This is an optimization exercise on Yosys and OpenROAD, whose aim is small area, a short achievable clock period and few clock cycles per item, not a production implementation. Where RTL was checked, it was by simulation tests only, not by an equivalence proof against the original. Power and IR drop assume default switching activity.

build 38:
Design sha1_block_ctrl, start of the top module:
module sha1_block_ctrl (
  input  logic         clk,
  input  logic         reset,
  input  logic         init,
  input  logic         word_valid,
  output logic         word_ready,
  input  logic [31:0]  word_data,
  output logic         busy,
  output logic         digest_valid,
  output logic [159:0] digest
);
  logic [3:0]   cnt_q;
  logic [5:0]   p_q;
  logic [1:0]   g_q, gn_q;
  logic         busy_q, fin_q, dv_q, first_q, l39_q, sel0_q, ldsel_q;
  logic [159:0] h_q;
  logic [31:0]  a_q, b_q, c_q, f0_q, pe_q, qd_q;
  logic [31:0]  we_q [8];
  logic [31:0]  wo_q [8];
  logic         take, ld, ldsel, pq0, sel0, step, last, fold;
  logic [1:0]   gnn_s;
  logic [5:0]   pnn_s;
  logic [31:0]  k_s, pe_x, pe_w, qd_x, qd_w, pe_d, qd_d;
  logic [127:0] st_init;
  logic [31:0]  a1_s, a2_s, wen_s, won_s, f0_d;
  assign word_ready   = !busy_q && !init;
  assign busy         = busy_q;
  assign digest_valid = dv_q;
  assign digest       = h_q;
  assign take = word_valid && word_ready;
  assign ld   = take && (cnt_q == 4'd0);
  assign pq0  = take && (cnt_q == 4'd2);
  assign sel0  = sel0_q;    
  assign ldsel = ldsel_q;   
  ...
Settings: LEC_CHECK=0, CAP_MARGIN=20, CORE_MARGIN=2, CORE_UTILIZATION=55, CTS_CLUSTER_DIAMETER=60, CTS_CLUSTER_SIZE=24, PLACE_DENSITY=0.65, SETUP_SLACK_MARGIN=5.0, SLEW_MARGIN=20; clock period 10.0 ns.
run.sh (not shown) runs the stock make flow with config.mk's settings and CLKGATE_MAP_FILE= SYNTH_SCRIPT=/design/flow/synth_recipe.tcl, a recipe that flattens the netlist after the stock synthesis.
Testbench counts of build 38, summed over its fixed seeds: cycles 6,536, blocks 128.
The following lists how build 17 was set up differently from build 38:
- CTS_CLUSTER_DIAMETER: 60 -> unset
- PLACE_DENSITY: 0.65 -> 0.55
- CORE_UTILIZATION: 55 -> 40
- CTS_CLUSTER_SIZE: 24 -> unset
--- outcome ---
Worst-case setup margin in the final layout for build 17 is lower than for build 38.
Build 38 → build 17: sum of met2 wire segment lengths after detailed routing increased by 10% relative to the old numbers, weighted congestion reported at the end of routability-driven placement decreased by about 1.4% relative to the old numbers, met1 usage in global routing decreased by 10 points relative to the old numbers.
Comparing build 17 and build 38, the lower worst hold slack is on build 38.
For the starting density of the core, build 17 came in 15 points lower than build 38 did.
On build 17: number of buffers other than clock buffers in the final layout is 4 higher than what build 38 gave.
Global-route usage (higher): build 38
--- input diff build 17..build 30 ---
- CORE_UTILIZATION: 40 -> 55
- CTS_CLUSTER_SIZE: unset -> 24
- CTS_CLUSTER_DIAMETER: unset -> 60
- PLACE_DENSITY: 0.55 -> 0.65
==> flow/flow/run.sh (new file) <==
#!/bin/bash
# The standard layout (standard.sh), with two repair settings changed:
# the port buffers are sky130_fd_sc_hd__buf_2 rather than the delay buffer
# buffer_ports picks by default, and timing repair aims for 5.4 ns of setup
# slack. Each tool's output is in standard.log and ORFS's logs under orfs/.
set -o pipefail
export BUFFER_PORTS_ARGS="-buffer_cell sky130_fd_sc_hd__buf_2"
bash standard.sh SETUP_SLACK_MARGIN=5.4 finish > standard.log 2>&1
==> flow/standard.sh (new file) <==
#!/bin/bash
# synth_recipe.tcl (not shown) runs the flow's synth.tcl, then flattens the netlist and writes it again
# the make line also repeats each setting of config.mk as NAME=value (left out here)
make -C /OpenROAD-flow-scripts/flow DESIGN_CONFIG=/design/flow/config.mk WORK_HOME=/design/flow/orfs CLKGATE_MAP_FILE= SYNTH_SCRIPT=/design/flow/synth_recipe.tcl "${@:-finish}"
removed: flow/run.sh
## What came out
When the final numbers for build 17 and build 30 were put side by side, the non-clock buffer count turned out to be smaller in build 17. Build 17 → build 30: async set or reset register ratio after synthesis barely changed, power consumption climbed about 2.1%, wire length dropped 4.4%, proportion of cell area occupied by registers barely changed. On finished layout cell area, build 17 and build 30 are neck and neck. The data arrival time at the worst-slack endpoint number comes out higher for build 17 vs build 30. Build 17 has higher final non-filler cell total than build 30. Min fraction of power consumed by combinational cells across build 17 and build 30: build 17.
For build 49, these inputs were changed with respect to build 30:
- changing CTS_CLUSTER_DIAMETER from 60 to 80
- changing SETUP_SLACK_MARGIN from 5.0 to 4.6
- changing CTS_CLUSTER_SIZE from 24 to 30
==> flow/run.sh (new file) <==
#!/bin/bash
# synth_recipe.tcl (not shown) runs the flow's synth.tcl, then flattens the netlist and writes it again
# the make line also repeats each setting of config.mk as NAME=value (left out here)
make -C /OpenROAD-flow-scripts/flow DESIGN_CONFIG=/design/flow/config.mk WORK_HOME=/design/flow/orfs CLKGATE_MAP_FILE= SYNTH_SCRIPT=/design/flow/synth_recipe.tcl finish
removed: flow/flow/run.sh
removed: flow/standard.sh
[summary]
Relative to build 30, number of non-filler instances in the completed layout has decreased by 193 in build 49. Compared with build 30, build 49 shows a lower clock network power share. When build 49 is set beside build 30, its met2 usage in global routing turns out to be 1.4 points larger.

---

sha1_block_ctrl, a different RTL version from the one above (not shown whole).
For scale: about 4400 cells after synthesis, about 890 flip-flops, about 200 I/O pins, about 0.050 mm² of cells after synthesis.
==> flow/config.mk <==
export PLATFORM = sky130hd
export DESIGN_NAME = sha1_block_ctrl
export DESIGN_NICKNAME = sha1_block_ctrl
export VERILOG_FILES = /design/flow/design.v
export SDC_FILE = /design/flow/constraint.sdc
export NUM_CORES = 4
export LEC_CHECK = 0
export CAP_MARGIN = 20
export CORE_MARGIN = 2
export CORE_UTILIZATION = 65
export CTS_CLUSTER_DIAMETER = 60
export CTS_CLUSTER_SIZE = 24
export PLACE_DENSITY = 0.75
export SETUP_SLACK_MARGIN = 5.0
export SLEW_MARGIN = 20
==> flow/constraint.sdc <==
create_clock -name core_clock -period 10.0 [get_ports {clk}]
set_input_delay 2.0000 -clock core_clock [delete_from_list [all_inputs] [get_ports {clk}]]
set_output_delay 2.0000 -clock core_clock [all_outputs]
set_load 0.01 [all_outputs]
standard.sh (not shown) runs the stock make flow with config.mk's settings and CLKGATE_MAP_FILE= SYNTH_SCRIPT=/design/flow/synth_recipe.tcl, a recipe that flattens the netlist after the stock synthesis.
==> flow/flow/run.sh <==
#!/bin/bash
# The standard layout (standard.sh), with three repair settings changed:
# the port buffers are sky130_fd_sc_hd__buf_2 rather than the delay buffer
# buffer_ports picks by default, clock tree synthesis adds no dummy loads, and
# timing repair aims for 5.4 ns of setup slack. Each tool's output is in
# standard.log and ORFS's logs under orfs/.
set -o pipefail
export BUFFER_PORTS_ARGS="-buffer_cell sky130_fd_sc_hd__buf_2"
export CTS_ARGS="-sink_clustering_enable -repair_clock_nets -sink_clustering_size 24 -sink_clustering_max_diameter 60 -dont_use_dummy_load"
bash standard.sh SETUP_SLACK_MARGIN=5.4 finish > standard.log 2>&1
The starting point passed the timing, DRC and antenna checks.
Testbench counts at the start, summed over its fixed seeds: cycles 6,536, blocks 128.
Edit:
- CORE_UTILIZATION: 65 -> 55
- PLACE_DENSITY: 0.75 -> 0.65
Result: Setup slack gets better by 0.0062 ns. Via count goes down by 1.1%. Wire length goes up by 2.5%. Hold slack is better by 0.018 ns.
Edit:
--- a/flow/flow/run.sh
+++ b/flow/flow/run.sh
@@ -5 +5 @@
-# timing repair aims for 5.4 ns of setup slack. Each tool's output is in
+# timing repair aims for 5.55 ns of setup slack. Each tool's output is in
@@ -10 +10 @@
-bash standard.sh SETUP_SLACK_MARGIN=5.4 finish > standard.log 2>&1
+bash standard.sh SETUP_SLACK_MARGIN=5.55 finish > standard.log 2>&1
- CORE_UTILIZATION: 55 -> 65
- PLACE_DENSITY: 0.65 -> 0.75
After rerunning: The changed run produced a clean layout. Synthesized area stays the same. Total power is higher by 0.68%. Clock skew is higher by 0.020 ns. Global-route usage is higher by 6.4 points. Register-to-register slack stays flat.
Edit:
==> flow/flow/run.sh (replaced) <==
#!/bin/bash
# The standard layout (standard.sh), with three repair settings changed:
# the port buffers are sky130_fd_sc_hd__buf_2 rather than the delay buffer
# buffer_ports picks by default, clock tree synthesis adds no dummy loads and uses clkbuf_8, and
# timing repair aims for 5.4 ns of setup slack. Each tool's output is in
# standard.log and ORFS's logs under orfs/.
set -o pipefail
export BUFFER_PORTS_ARGS="-buffer_cell sky130_fd_sc_hd__buf_2"
export CTS_ARGS="-sink_clustering_enable -repair_clock_nets -sink_clustering_size 16 -sink_clustering_max_diameter 50 -dont_use_dummy_load -buf_list sky130_fd_sc_hd__clkbuf_8"
bash standard.sh SETUP_SLACK_MARGIN=5.4 finish > standard.log 2>&1
- PLACE_DENSITY: 0.75 -> 0.7
Die area stays the same.
Wire length came out lower by 3.2%.
Via count came out lower by 2.4%.
Register-to-register slack gets worse by 0.06 ns.
Total power came out lower by 8.3%.
Cell count came out lower by 0.60%.
Design area came out lower by 3.6%.
First-iteration DRC count came out lower by 2.3%.

---

Starting RTL as in the previous note.
export LEC_CHECK = 0
export CAP_MARGIN = 20
export CORE_MARGIN = 2
export CORE_UTILIZATION = 65
export CTS_CLUSTER_DIAMETER = 60
export CTS_CLUSTER_SIZE = 24
export PLACE_DENSITY = 0.82
export SETUP_SLACK_MARGIN = 5.0
export SLEW_MARGIN = 20
create_clock -name core_clock -period 10.0 [get_ports {clk}]
==> flow/flow/run.sh <==
#!/bin/bash
# The standard layout (standard.sh), with three repair settings changed:
# the port buffers are sky130_fd_sc_hd__buf_2 rather than the delay buffer
# buffer_ports picks by default, clock tree synthesis adds no dummy loads and uses clkbuf_8, and
# timing repair aims for 5.4 ns of setup slack. Each tool's output is in
# standard.log and ORFS's logs under orfs/.
set -o pipefail
export BUFFER_PORTS_ARGS="-buffer_cell sky130_fd_sc_hd__buf_2"
export CTS_ARGS="-sink_clustering_enable -repair_clock_nets -sink_clustering_size 16 -sink_clustering_max_diameter 50 -dont_use_dummy_load -buf_list sky130_fd_sc_hd__clkbuf_8"
bash standard.sh SETUP_SLACK_MARGIN=5.4 finish > standard.log 2>&1
Testbench counts at the start, summed over its fixed seeds: cycles 6,536, blocks 128.
Edit:
==> flow/flow/run.sh (replaced) <==
#!/bin/bash
# The standard layout (standard.sh), with three repair settings changed:
# the port buffers are sky130_fd_sc_hd__buf_2 rather than the delay buffer
# buffer_ports picks by default, clock tree synthesis adds no dummy loads and uses clkbuf_8, and
# timing repair aims for 5.3 ns of setup slack. Each tool's output is in
# standard.log and ORFS's logs under orfs/.
set -o pipefail
export BUFFER_PORTS_ARGS="-buffer_cell sky130_fd_sc_hd__buf_2"
export CTS_ARGS="-sink_clustering_enable -repair_clock_nets -sink_clustering_size 16 -sink_clustering_max_diameter 50 -dont_use_dummy_load -buf_list sky130_fd_sc_hd__clkbuf_8"
bash standard.sh SETUP_SLACK_MARGIN=5.3 finish > standard.log 2>&1
Settings changed: PLACE_DENSITY 0.82 to 0.75.
=> The changed run finished with timing, DRC and antenna clean; global-route usage came out lower by 0.79 points; sequential share of layout area grows by 1.0 points; critical path depth went down by 3; routed wire length fell by 2.7%; worst setup slack degrades by 0.18 ns; via count fell by 3.0%; core utilization shrinks by 1.7 points; power is lower by 2.6%.

---

before:
Another version of the RTL of sha1_block_ctrl (not shown whole).
For scale: about 4200 cells after synthesis, about 880 flip-flops, roughly 200 I/O pins, about 49000 sq um of cells after synthesis.
make LEC_CHECK=0 CAP_MARGIN=20 CORE_MARGIN=2 CORE_UTILIZATION=40 PLACE_DENSITY=0.55 SETUP_SLACK_MARGIN=4.0 SLEW_MARGIN=20 finish   # period 10.0 ns
run.sh (not shown) runs the stock make flow with config.mk's settings and CLKGATE_MAP_FILE= SYNTH_SCRIPT=/design/flow/synth_recipe.tcl, a recipe that flattens the netlist after the stock synthesis.
Stock flow here: none of the scripts above is used.
before | stages: all done | timing, DRC, antenna: all pass
## Diff of input files: after against before
--- a/flow/config.mk
+++ b/flow/config.mk
@@ -11,3 +11,3 @@
 export PLACE_DENSITY = 0.55
-export SETUP_SLACK_MARGIN = 4.0
+export SETUP_SLACK_MARGIN = 4.6
 export SLEW_MARGIN = 20
Findings:
- after against before: combinational cell fraction of total power rose by 0.9 points; worst hold slack now sits higher; routed wire length on met2 went up by 1.1%.
- after has fmax above what before had.
- [compare] base=before new=after: share of the clock period used by the worst path decreased 4.0 points, flip-flop and latch area comparable.
- Between before and after, the difference in sequential power is negligible.
No run of this note included a check of the RTL's function; only the layout flow was run.

---

Setup of red:
RTL: one of the versions met above, not the one the previous note started from.
For scale: ~890 flip-flops, about 200 I/O pins.
make LEC_CHECK=0 CAP_MARGIN=20 CORE_MARGIN=2 CORE_UTILIZATION=55 CTS_CLUSTER_DIAMETER=60 CTS_CLUSTER_SIZE=24 PLACE_DENSITY=0.65 SETUP_SLACK_MARGIN=5.0 SLEW_MARGIN=20 finish   # period 10.0 ns
The flow did not stop early for red: all stages ran, and the layout cleared the timing, DRC and antenna checks.
Testbench counts of red, summed over its fixed seeds: cycles 6,536, blocks 128.
Setup changes, red to blue
- CORE_UTILIZATION now 65, was 55
- PLACE_DENSITY now 0.75, was 0.65
==> flow/flow/run.sh (new file) <==
#!/bin/bash
# The standard layout (standard.sh), with three repair settings changed:
# the port buffers are sky130_fd_sc_hd__buf_2 rather than the delay buffer
# buffer_ports picks by default, clock tree synthesis adds no dummy loads and uses clkbuf_8, and
# timing repair aims for 5.4 ns of setup slack. Each tool's output is in
# standard.log and ORFS's logs under orfs/.
set -o pipefail
export BUFFER_PORTS_ARGS="-buffer_cell sky130_fd_sc_hd__buf_2"
export CTS_ARGS="-sink_clustering_enable -repair_clock_nets -sink_clustering_size 16 -sink_clustering_max_diameter 50 -dont_use_dummy_load -buf_list sky130_fd_sc_hd__clkbuf_8"
bash standard.sh SETUP_SLACK_MARGIN=5.4 finish > standard.log 2>&1
==> flow/standard.sh (new file) <==
#!/bin/bash
# synth_recipe.tcl (not shown) runs the flow's synth.tcl, then flattens the netlist and writes it again
# the make line also repeats each setting of config.mk as NAME=value (left out here)
make -C /OpenROAD-flow-scripts/flow DESIGN_CONFIG=/design/flow/config.mk WORK_HOME=/design/flow/orfs CLKGATE_MAP_FILE= SYNTH_SCRIPT=/design/flow/synth_recipe.tcl "${@:-finish}"
removed: flow/run.sh
Per the final summary, blue finished and its layout is clean on timing, DRC and antenna.
Fmax, blue vs red: up by a few percent
blue vs. red: storage element area now sits at about the same level; length of the first detailed-routing pass in iterations now sits lower; antenna cell count now sits higher.
Sort blue and red by number of antenna violations at the first check in global routing asc -> top: blue
Per the comparison of blue with red, pin count of the biggest net entering global routing moved up; minimum setup slack after placement moved down; relative area change from synthesis to final layout moved down.
Capturing instance or port of the critical path = a_q[27]: blue; capturing instance or port of the critical path = a_q[15]: red
In the metrics for blue and red, the one carrying the higher utilization is blue.
In the reports for blue and red, the larger met3 demand-to-capacity share in global routing belongs to blue.
Comparing blue and red, the higher final period utilization was measured on red.
Edits applied to the flow inputs when going from blue to green:
==> flow/run.sh (new file) <==
#!/bin/bash
# synth_recipe.tcl (not shown) runs the flow's synth.tcl, then flattens the netlist and writes it again
# the make line also repeats each setting of config.mk as NAME=value (left out here)
make -C /OpenROAD-flow-scripts/flow DESIGN_CONFIG=/design/flow/config.mk WORK_HOME=/design/flow/orfs CLKGATE_MAP_FILE= SYNTH_SCRIPT=/design/flow/synth_recipe.tcl finish
removed: flow/flow/run.sh
removed: flow/standard.sh
green vs blue — final critical-path setup slack dropped 0.28 ns.
On via count of the first global-routing pass, blue and green are neck and neck.
Routed wire length (green vs. blue) decreases by a few percent
green — fraction of area in non-clock buffers 0.34 points higher, blue as reference
First-iteration DRC count sits lower in green than in blue.
What orange does differently from green at the input level:
- CORE_UTILIZATION changed from 65 to 72
- PLACE_DENSITY changed from 0.75 to 0.8
==> flow/flow/run.sh (new file) <==
#!/bin/bash
# The standard layout (standard.sh), with three repair settings changed:
# the port buffers are sky130_fd_sc_hd__buf_2 rather than the delay buffer
# buffer_ports picks by default, clock tree synthesis adds no dummy loads and uses clkbuf_8, and
# timing repair aims for 5.4 ns of setup slack. Each tool's output is in
# standard.log and ORFS's logs under orfs/.
set -o pipefail
export BUFFER_PORTS_ARGS="-buffer_cell sky130_fd_sc_hd__buf_2"
export CTS_ARGS="-sink_clustering_enable -repair_clock_nets -sink_clustering_size 16 -sink_clustering_max_diameter 50 -dont_use_dummy_load -buf_list sky130_fd_sc_hd__clkbuf_8"
bash standard.sh SETUP_SLACK_MARGIN=5.4 finish > standard.log 2>&1
==> flow/standard.sh (new file) <==
#!/bin/bash
# synth_recipe.tcl (not shown) runs the flow's synth.tcl, then flattens the netlist and writes it again
# the make line also repeats each setting of config.mk as NAME=value (left out here)
make -C /OpenROAD-flow-scripts/flow DESIGN_CONFIG=/design/flow/config.mk WORK_HOME=/design/flow/orfs CLKGATE_MAP_FILE= SYNTH_SCRIPT=/design/flow/synth_recipe.tcl "${@:-finish}"
removed: flow/run.sh
==> comparison <==
Min via count across orange and green: green
fa_2 as the slowest cell on the critical path was reported by orange, and fa_1 by green.
Between orange and green, instance area after placement is higher for green, orange comes in under that.
Actual transition at the worst max-transition pin for orange: 0.15 ns down relative to green
Summary of orange over green: count of clock-buffer cells in the layout rose by 14; global-route met3 utilization rose 4.1 points.
Diff green -> orange: worst setup slack rose by 0.15 ns; final cell area excluding filler cells lower.

re-timing with driven ports:
Ports are ideal in the flow. The routed layouts listed here were re-timed in OpenROAD.
Step 1: set_driving_cell puts a clkbuf_16 on clk and a buf_2 on each other input, an assumption about the parent block.
Step 2 also shifts input and output timing later by t, the mid clock arrival at the registers, as if the neighbouring blocks saw the same clock.
Slacks: no drivers / after step 1 / after step 2; pairs: no drivers / after step 1.
| run | shift t [ns] | setup slack, ns | pins driven straight from the clock port |
|---|---|---|---|
| build 38 | 0.738 | 5.010 / 5.010 / 4.476 | 1 |
| build 17 | 0.798 | 4.995 / 4.995 / 4.445 | 1 |
| build 30 | 0.740 | 5.104 / 5.104 / 4.923 | 1 |
| build 49 | 0.723 | 4.718 / 4.718 / 4.338 | 1 |
| the first run of note 2 | 0.689 | 5.382 / 5.382 / 5.110 | 1 |
| the second run of note 2 | 0.726 | 5.389 / 5.389 / 4.925 | 1 |
| the third run of note 2 | 0.697 | 5.394 / 5.394 / 5.239 | 1 |
| the fourth run of note 2 | 0.791 | 5.330 / 5.330 / 4.819 | 1 |
| the first run of note 3 | 0.765 | 5.317 / 5.317 / 5.294 | 1 |
| the second run of note 3 | 0.806 | 5.137 / 5.137 / 4.704 | 1 |
| before | 0.785 | 4.245 / 4.245 / 4.245 | 1 |
| after | 0.754 | 4.642 / 4.642 / 4.517 | 1 |
| red | 0.736 | 5.095 / 5.095 / 4.652 | 1 |
| blue | 0.787 | 5.378 / 5.378 / 5.121 | 1 |
| green | 0.720 | 5.102 / 5.102 / 4.784 | 1 |
| orange | 0.774 | 5.255 / 5.255 / 4.937 | 1 |
After both steps setup and hold are still met in every run listed. For build 17, which loses most, drivers alone change the setup slack by 0.000 ns; drivers and shift together by -0.550 ns.
